This design comes from an exercise in tuning for a short achievable clock period and few clock cycles on the open sky130 flow, not from production work.
In this exercise RTL edits were held to simulation tests only and were not proved equivalent to the original.
Power and IR drop assume default switching activity.

===== config.mk =====
export PLATFORM = sky130hd
export DESIGN_NAME = vfifo_top
export DESIGN_NICKNAME = vfifo_top
export VERILOG_FILES = /design/flow/design.v
export SDC_FILE = /design/flow/constraint.sdc
export NUM_CORES = 4
export LEC_CHECK = 0
export CAP_MARGIN = 20
export CORE_MARGIN = 2
export CORE_UTILIZATION = 40
export PLACE_DENSITY = 0.6
export SLEW_MARGIN = 20

===== constraint.sdc =====
create_clock -name core_clock -period 5.0 [get_ports {clk_axi}]
set_input_delay 1.0000 -clock core_clock [delete_from_list [all_inputs] [get_ports {clk_axi}]]
set_output_delay 1.0000 -clock core_clock [all_outputs]
set_load 0.01 [all_outputs]

===== design.v =====
`default_nettype none
package vfifo_cfg_pkg;
	localparam int word_width = 32;
	localparam int addr_width = 12;
	localparam int burst_beats = 16;
	localparam int beat_width = $clog2(burst_beats);
	localparam int burst_bytes = burst_beats * word_width / 8;
	localparam int region_base = 0;
	localparam int region_words = 256;
	localparam int region_end = region_base + region_words * word_width / 8;
	localparam int max_occupancy = region_words;
	localparam int buf_depth = 2 * burst_beats;
	localparam int buf_ptr_width = $clog2(buf_depth);
	localparam int level_width = $clog2(buf_depth + 1);
	localparam int occ_width = $clog2(max_occupancy + 1);
	typedef logic [word_width-1:0] word_t;
	function automatic logic [addr_width-1:0] next_burst_addr(input logic [addr_width-1:0] ptr);
		if (ptr == addr_width'(region_end - burst_bytes)) begin
			next_burst_addr = addr_width'(region_base);
		end else begin
			next_burst_addr = ptr + addr_width'(burst_bytes);
		end
	endfunction
endpackage
`default_nettype wire
`timescale 1ns/1ps
`default_nettype none
module stream_buffer (
	input logic clk_axi,
	input logic rst_axi_n,
	input vfifo_cfg_pkg::word_t wr_data,
	input logic wr_valid,
	output logic wr_ready,
	output vfifo_cfg_pkg::word_t rd_data,
	output logic rd_valid,
	input logic rd_ready,
	output logic [vfifo_cfg_pkg::level_width-1:0] level
);
	localparam int buf_depth = vfifo_cfg_pkg::buf_depth;
	localparam int buf_ptr_width = vfifo_cfg_pkg::buf_ptr_width;
	localparam int level_width = vfifo_cfg_pkg::level_width;
	typedef vfifo_cfg_pkg::word_t word_t;
	word_t mem [buf_depth];
	logic [buf_ptr_width-1:0] wr_ptr;
	logic [buf_ptr_width-1:0] rd_ptr;
	logic [level_width-1:0] count;
	logic push;
	logic pop;
	assign wr_ready = count < level_width'(buf_depth);
	assign push = wr_valid && wr_ready;
	assign rd_valid = count != '0;
	assign rd_data = mem[rd_ptr];
	assign pop = rd_valid && rd_ready;
	assign level = count;
	always_ff @(posedge clk_axi) begin
		if (push) begin
			mem[wr_ptr] <= wr_data;
		end
	end
	always_ff @(posedge clk_axi) begin
		if (!rst_axi_n) begin
			wr_ptr <= '0;
			rd_ptr <= '0;
			count <= '0;
		end else begin
			if (push) begin
				wr_ptr <= wr_ptr + 1'b1;
			end
			if (pop) begin
				rd_ptr <= rd_ptr + 1'b1;
			end
			count <= count + level_width'(push) - level_width'(pop);
		end
	end
endmodule
`default_nettype wire
`timescale 1ns/1ps
`default_nettype none
module burst_writer (
	input logic clk_axi,
	input logic rst_axi_n,
	input logic start,
	output logic busy,
	input vfifo_cfg_pkg::word_t src_data,
	input logic src_valid,
	output logic src_ready,
	output logic [vfifo_cfg_pkg::addr_width-1:0] awaddr,
	output logic [7:0] awlen,
	output logic awvalid,
	input logic awready,
	output vfifo_cfg_pkg::word_t wdata,
	output logic wlast,
	output logic wvalid,
	input logic wready,
	input logic [1:0] bresp,
	input logic bvalid,
	output logic bready
);
	localparam int addr_width = vfifo_cfg_pkg::addr_width;
	localparam int burst_beats = vfifo_cfg_pkg::burst_beats;
	localparam int beat_width = vfifo_cfg_pkg::beat_width;
	localparam int region_base = vfifo_cfg_pkg::region_base;
	typedef enum logic [1:0] {
		idle,
		addr,
		data,
		resp
	} engine_state_e;
	engine_state_e state;
	logic [addr_width-1:0] wr_ptr;
	logic [beat_width-1:0] beat;
	assign busy = state != idle;
	assign awaddr = wr_ptr;
	assign awlen = 8'(burst_beats - 1);
	assign awvalid = state == addr;
	assign wdata = src_data;
	assign wvalid = (state == data) && src_valid;
	assign wlast = beat == beat_width'(burst_beats - 1);
	assign src_ready = (state == data) && wready;
	assign bready = state == resp;
	always_ff @(posedge clk_axi) begin
		if (!rst_axi_n) begin
			state <= idle;
			wr_ptr <= addr_width'(region_base);
			beat <= '0;
		end else begin
			case (state)
				idle: begin
					if (start) begin
						state <= addr;
					end
				end
				addr: begin
					if (awready) begin
						state <= data;
						beat <= '0;
					end
				end
				data: begin
					if (wvalid && wready) begin
						beat <= beat + 1'b1;
						if (wlast) begin
							state <= resp;
						end
					end
				end
				resp: begin
					if (bvalid) begin
						state <= idle;
						wr_ptr <= vfifo_cfg_pkg::next_burst_addr(wr_ptr);
					end
				end
				default: state <= idle;
			endcase
		end
	end
endmodule
`default_nettype wire
`timescale 1ns/1ps
`default_nettype none
module burst_reader (
	input logic clk_axi,
	input logic rst_axi_n,
	input logic start,
	output logic busy,
	output vfifo_cfg_pkg::word_t dst_data,
	output logic dst_valid,
	input logic dst_ready,
	output logic [vfifo_cfg_pkg::addr_width-1:0] araddr,
	output logic [7:0] arlen,
	output logic arvalid,
	input logic arready,
	input vfifo_cfg_pkg::word_t rdata,
	input logic [1:0] rresp,
	input logic rlast,
	input logic rvalid,
	output logic rready
);
	localparam int addr_width = vfifo_cfg_pkg::addr_width;
	localparam int burst_beats = vfifo_cfg_pkg::burst_beats;
	localparam int beat_width = vfifo_cfg_pkg::beat_width;
	localparam int region_base = vfifo_cfg_pkg::region_base;
	typedef enum logic [1:0] {
		idle,
		addr,
		data,
		resp
	} engine_state_e;
	engine_state_e state;
	logic [addr_width-1:0] rd_ptr;
	logic [beat_width-1:0] beat;
	logic last_beat;
	assign busy = state != idle;
	assign araddr = rd_ptr;
	assign arlen = 8'(burst_beats - 1);
	assign arvalid = state == addr;
	assign dst_data = rdata;
	assign dst_valid = (state == data) && rvalid;
	assign rready = (state == data) && dst_ready;
	assign last_beat = beat == beat_width'(burst_beats - 1);
	always_ff @(posedge clk_axi) begin
		if (!rst_axi_n) begin
			state <= idle;
			rd_ptr <= addr_width'(region_base);
			beat <= '0;
		end else begin
			case (state)
				idle: begin
					if (start) begin
						state <= addr;
					end
				end
				addr: begin
					if (arready) begin
						state <= data;
						beat <= '0;
					end
				end
				data: begin
					if (rvalid && rready) begin
						beat <= beat + 1'b1;
						if (last_beat) begin
							state <= idle;
							rd_ptr <= vfifo_cfg_pkg::next_burst_addr(rd_ptr);
						end
					end
				end
				default: state <= idle;
			endcase
		end
	end
endmodule
`default_nettype wire
`timescale 1ns/1ps
`default_nettype none
module vfifo_top (
	input logic clk_axi,
	input logic rst_axi_n,
	input vfifo_cfg_pkg::word_t in_data,
	input logic in_valid,
	output logic in_ready,
	output vfifo_cfg_pkg::word_t out_data,
	output logic out_valid,
	input logic out_ready,
	output logic [vfifo_cfg_pkg::occ_width-1:0] occupancy,
	output logic [vfifo_cfg_pkg::addr_width-1:0] awaddr,
	output logic [7:0] awlen,
	output logic awvalid,
	input logic awready,
	output vfifo_cfg_pkg::word_t wdata,
	output logic wlast,
	output logic wvalid,
	input logic wready,
	input logic [1:0] bresp,
	input logic bvalid,
	output logic bready,
	output logic [vfifo_cfg_pkg::addr_width-1:0] araddr,
	output logic [7:0] arlen,
	output logic arvalid,
	input logic arready,
	input vfifo_cfg_pkg::word_t rdata,
	input logic [1:0] rresp,
	input logic rlast,
	input logic rvalid,
	output logic rready
);
	localparam int burst_beats = vfifo_cfg_pkg::burst_beats;
	localparam int buf_depth = vfifo_cfg_pkg::buf_depth;
	localparam int level_width = vfifo_cfg_pkg::level_width;
	localparam int occ_width = vfifo_cfg_pkg::occ_width;
	localparam int max_occupancy = vfifo_cfg_pkg::max_occupancy;
	typedef vfifo_cfg_pkg::word_t word_t;
	typedef enum logic [1:0] {
		setup_write,
		write_mem,
		setup_read,
		read_mem
	} sched_state_e;
	sched_state_e state;
	logic write_start;
	logic write_busy;
	logic read_start;
	logic read_busy;
	logic [level_width-1:0] ingress_level;
	logic [level_width-1:0] egress_level;
	logic [occ_width-1:0] occ;
	word_t ingress_data;
	logic ingress_valid;
	logic ingress_ready;
	word_t egress_data;
	logic egress_valid;
	logic egress_ready;
	assign occupancy = occ;
	always_ff @(posedge clk_axi) begin
		if (!rst_axi_n) begin
			state <= setup_write;
			write_start <= 1'b0;
			read_start <= 1'b0;
			occ <= '0;
		end else begin
			case (state)
				setup_write: begin
					if (occ < occ_width'(max_occupancy) &&
							ingress_level >= level_width'(burst_beats)) begin
						state <= write_mem;
						write_start <= 1'b1;
					end else begin
						state <= setup_read;
					end
				end
				write_mem: begin
					if (!write_start && !write_busy) begin
						state <= setup_read;
						occ <= occ + occ_width'(burst_beats);
					end
					write_start <= 1'b0;
				end
				setup_read: begin
					if (occ != '0 && egress_level <= level_width'(buf_depth - burst_beats)) begin
						state <= read_mem;
						read_start <= 1'b1;
					end else begin
						state <= setup_write;
					end
				end
				read_mem: begin
					if (!read_start && !read_busy) begin
						state <= setup_write;
						occ <= occ - occ_width'(burst_beats);
					end
					read_start <= 1'b0;
				end
				default: state <= setup_write;
			endcase
		end
	end
	stream_buffer ingress_buffer (
		.clk_axi(clk_axi),
		.rst_axi_n(rst_axi_n),
		.wr_data(in_data),
		.wr_valid(in_valid),
		.wr_ready(in_ready),
		.rd_data(ingress_data),
		.rd_valid(ingress_valid),
		.rd_ready(ingress_ready),
		.level(ingress_level)
	);
	burst_writer burst_writer_inst (
		.clk_axi(clk_axi),
		.rst_axi_n(rst_axi_n),
		.start(write_start),
		.busy(write_busy),
		.src_data(ingress_data),
		.src_valid(ingress_valid),
		.src_ready(ingress_ready),
		.awaddr(awaddr),
		.awlen(awlen),
		.awvalid(awvalid),
		.awready(awready),
		.wdata(wdata),
		.wlast(wlast),
		.wvalid(wvalid),
		.wready(wready),
		.bresp(bresp),
		.bvalid(bvalid),
		.bready(bready)
	);
	burst_reader burst_reader_inst (
		.clk_axi(clk_axi),
		.rst_axi_n(rst_axi_n),
		.start(read_start),
		.busy(read_busy),
		.dst_data(egress_data),
		.dst_valid(egress_valid),
		.dst_ready(egress_ready),
		.araddr(araddr),
		.arlen(arlen),
		.arvalid(arvalid),
		.arready(arready),
		.rdata(rdata),
		.rresp(rresp),
		.rlast(rlast),
		.rvalid(rvalid),
		.rready(rready)
	);
	stream_buffer egress_buffer (
		.clk_axi(clk_axi),
		.rst_axi_n(rst_axi_n),
		.wr_data(egress_data),
		.wr_valid(egress_valid),
		.wr_ready(egress_ready),
		.rd_data(out_data),
		.rd_valid(out_valid),
		.rd_ready(out_ready),
		.level(egress_level)
	);
endmodule
`default_nettype wire

===== run.sh =====
#!/bin/bash
# synth_recipe.tcl (not shown) runs the flow's synth.tcl, then flattens the netlist and writes it again
# the make line also repeats each setting of config.mk as NAME=value (left out here)
make -C /OpenROAD-flow-scripts/flow DESIGN_CONFIG=/design/flow/config.mk WORK_HOME=/design/flow/orfs CLKGATE_MAP_FILE= SYNTH_SCRIPT=/design/flow/synth_recipe.tcl finish

==> reports/qor.csv <==
stage,metric,value,unit
timing,unrepaired setup endpoints after global routing,no,
timing,setup TNS,0,ns
global_route,grt ovf,0,
timing,Fin Clk Skew,0.0747,ns
pwr,internal power,29.9,mW
placement,gpl congestion,0.746,
floorplan,Core ar.,0.207,sq mm
detailed_routing,initial drt markers,3886,
timing,Final Critical Period,4.76,ns
finish,Filler Cell Count,17400,
floorplan,Initial Utilization,0.402,
detailed_routing,ANT nets after route,0,
worst_setup_path,Top delay family on crit path,simple AND/OR/NAND/NOR gates,
pwr,maximum VDD drop,0.348,mV
pwr,Comb power frac,0.087,
pwr,Sw Share,0.228,
pwr,LEAKAGE,29.0,nW
synthesis,sequential-to-total area share from yosys stat,0.759,
global_route,vias in the first global route,42300,
pwr,P per Cell Area,404,mW/mm^2
clock_network,CTS Hold Buffers Added,0,
worst_setup_path,CP Class,flop to output pin,
status,outcome,"complete, no violations",
finish,final cell count without fillers,7645,
worst_setup_path,WP data required,4.00,ns
synthesis,synth warn,4,
global_route,initial antenna violation count,22,
timing,Slew HR,0.271,
worst_setup_path,CP Launch Type,flop,
timing,Setup WS post-layout,0.237,ns
floorplan,Die Area,0.211,sq mm
floorplan,row cnt,167,
worst_setup_path,R2R Setup Slk,1.70,ns
timing,worst-margin pin slew,1.09,ns
detailed_routing,vias per cell,5.50,
worst_setup_path,max incr delay on CP,0.75,ns
synthesis,#FFs+latches synth,2123,
clock_network,CTS tree,done,
worst_setup_path,CP Cell Sequence,nand2b_4 -> a211oi_1 -> a21oi_1 -> nand3_1 -> nand4_1 -> clkdlybuf4s50_1,
floorplan,num ports,199,
worst_setup_path,Setup crit end kind,output pin,
global_route,pin count of the biggest net entering global routing,86,
timing,fin crit share,0.953,
placement,pre-CTS WS,0.893,ns
synthesis,synthesized area,0.0830,sq mm
clock_network,H-tree level count,4,
synthesis,Post-synth EDFFs,2048,
timing,Setup-failing EPs final,0,
flow_run,max-cap violations,0,
placement,PortBufs,161,
timing,Pins Over Slew Limit,0,
worst_setup_path,Crit-path slowest cell,nand2b_4,
floorplan,height of the die,459,um
detailed_routing,via count,42100,
clock_network,cell at the root of the clock tree,clkbuf_16,
hold_path,min-delay src,burst_reader_inst.beat[3],
pwr,clock power share,0.402,
finish,"most common cell after layout, fill and taps aside",edfxtp_1,
clock_network,Max Root-Sink Buffers,3,
finish,Synth-to-Final Area Change,15.6,%
synthesis,Avg Inst Size Synth,18.6,sq um
timing,f_max,210,MHz
hold_path,HP Class,flop to flop,
synthesis,cell taking the most area after synthesis,edfxtp_1,
synthesis,Gate Count Post-Synth,4451,
detailed_routing,# DRC,0,
synthesis,asr flop ratio synth,0,
timing,Final Hold Fails,0,
worst_setup_path,Worst R2R End,egress_buffer.mem[6][27],
synthesis,ys flop type,edfxtp_1,
clock_network,CTS Buf Count,212,
worst_setup_path,Worst R2R Path Depth,7,
finish,"commonest non-fill, non-tap cells in the layout","edfxtp_1 (2,048), mux2i_1 (388), nor2b_1 (264)",
detailed_routing,drt total wl,203,mm
detailed_routing,DR WL/cell,26.5,um
worst_setup_path,Crit Path Max Fanout,46,
global_route,Global Route Usage Sum,0.191,
clock_network,Num Clock Sinks,2123,
worst_setup_path,Reg2Reg Launch Point,burst_reader_inst.state[0],
global_route,global-route wire length before repair,293,mm
clock_network,clock slew at reported path FFs,0.06,ns
hold_path,Hold Crit Depth,2,
clock_network,worst-skew pair later-pin latency,0.85,ns
floorplan,Die X,459,um
worst_setup_path,Critical path buffers and inverters,1,
pwr,register share of total power,0.511,
finish,layout cells sized above 1,0.180,
finish,Nets,4884,
detailed_routing,TritonRoute pass-1 iters,6,
worst_setup_path,critical path depth in cells,6,
placement,placed cells,7247,
worst_setup_path,critical path arrival,3.76,ns
placement,DP Wirelength,115,mm
pwr,Net Switching,8.86,mW
pwr,Pwr Total,38.8,mW
hold_path,Worst Hold Path EP,burst_reader_inst.beat[3],
synthesis,share of the synthesized area in the top cell type,0.741,
synthesis,Synth cell types,61,
synthesis,Synth area leaders,"edfxtp_1 (74%), mux4_2 (6.9%), mux2i_1 (4.7%), nor2b_1 (2.0%), dfxtp_1 (1.8%)",
==> flip-flops by register name, summed over array words and instances (netlist names), 5 cells and up, named ones only <==
register,cells
ingress_buffer.wr_ptr,5
egress_buffer.count,6
ingress_buffer.rd_ptr,5
burst_writer_inst.wr_ptr,6
burst_reader_inst.rd_ptr,6
egress_buffer.wr_ptr,5
occ,5
ingress_buffer.mem,1024
ingress_buffer.count,6
egress_buffer.mem,1024
egress_buffer.rd_ptr,5
==> tightest hold or removal path: stages (launching register included) <==
cell and delay (ns):
dfxtp_1 0.32, nand2_1 0.06, a21oi_1 0.05
==> Yosys cell counts (20+ instances only) <==
master,instances
nand3_1,140
mux4_2,256
ha_1,43
edfxtp_1,2048
buf_2,74
nor2_1,133
xor2_1,20
buf_4,60
a21oi_2,48
nand4_1,78
clkbuf_1,100
a211oi_1,128
nand2_1,44
inv_1,30
nor2b_1,268
dfxtp_1,75
a22oi_1,128
mux2i_1,388
a21oi_1,234
==> cell type report <==
| class | instances | area [sq um] | share of cell area |
|---|---|---|---|
| Inverter | 32 | 120 | 0.00125 |
| Multi-Input combinational cell | 2052 | 19000 | 0.198 |
| Sequential cell | 2123 | 63000 | 0.657 |
| Clock inverter | 124 | 1270 | 0.0133 |
| Tap cell | 2704 | 3380 | 0.0353 |
| Clock buffer | 268 | 5570 | 0.0580 |
| Antenna cell | 3 | 7.51 | 0.0000782 |
| Timing Repair Buffer | 339 | 3600 | 0.0375 |
==> metal layers <==
layer | up-vias | share of wire | global-route usage | wire length (um)
li1 | 18400 | - | - | -
met1 | 22000 | 0.42 | 0.258 | 85500
met2 | 1233 | 0.49 | 0.315 | 99700
met3 | 327 | 0.061 | 0.0356 | 12400
met4 | 24 | 0.026 | 0.0539 | 5200
met5 | - | 0.00063 | 0 | 128
==> how the worst max path moves through the flow <==
stage	startpoint	to	slack, ns
6_report	flop	wdata[27]	0.24
4_1_cts	flop	out_data[1]	0.009
3_3_place_gp	flop	wdata[30]	0.87
2_1_floorplan	in_valid	ingress_buffer.mem[31][0]	1.53
5_1_grt	flop	wdata[3]	0.01
3_5_place_dp	flop	wdata[30]	0.89
==> power by group through the flow <==
stage                     logic [mW]  clock network [mW]  registers, mW
after global placement          3.36                   0           20.2
after detailed placement        3.39                   0           20.2
after CTS                       3.41                15.9           19.8
after global routing            3.66                16.6           19.8
after floorplan                 1.90                   0           20.1
final                           3.36                15.6           19.8
==> timing repair <==
action | 4_1_cts | 5_1_grt
resized for setup | 1 | 0
gates cloned | 0 | 0
pin swaps | 0 | 0
setup buffers | 0 | 1
endpoints found under the setup margin | 2 | 5
==> stage by stage <==
| stage | hold WS [ns] | cell area, sq um | utilization |
|---|---|---|---|
| floorplan | 0.441 | 83100 | - |
| global placement | 0.462 | 89200 | 0.431 |
| detailed placement | 0.470 | 89200 | 0.431 |
| CTS | 0.481 | 96000 | 0.465 |
| global route | 0.500 | 95900 | 0.464 |
| finish | 0.477 | 96000 | 0.464 |
==> cell families (layout without fill, tap and decap cells) <==
kind of cell	after synthesis	in the layout	synth area share
AO/OA/AOI/OAI	569	569	0.0452
XOR/XNOR	33	33	0.00348
adder cells (fa/ha/maj)	46	46	0.00721
buffers and inverters	306	763	0.0202
flip-flops	2123	2123	0.759
multiplexers	646	646	0.117
other	2	35	0.0000905
AND/OR/NAND/NOR	726	726	0.0482
Testbench counts, summed over its fixed seeds: cycles 41,223.

[static timing again, ports no longer ideal]
No port has a modelled driver above. Below, the same layout with a new extraction and two added sets of constraints.
Step 1 assumes that a clkbuf_16 drives the clock port and a buf_2 every other input.
Step 2 adds t to the input delays and takes it off the output delays; t is the mean of the earliest and latest rising clock arrival at the registers after step 1. Input paths then give back, and output paths get back, about the clock's delay inside the block.
Slacks: no drivers / after step 1 / after step 2; pairs: no drivers / after step 1.
shift t [ns]: 0.907
slack for setup (ns): 0.237 / 0.144 / 1.049
hold slack, ns: 0.477 / 0.477 / 0.477
latest minus earliest clock arrival (ns): 0.081 / 0.080
After both steps setup and hold are still met in this run. For this run, drivers alone change the setup slack by -0.093 ns; drivers and shift together by +0.812 ns.
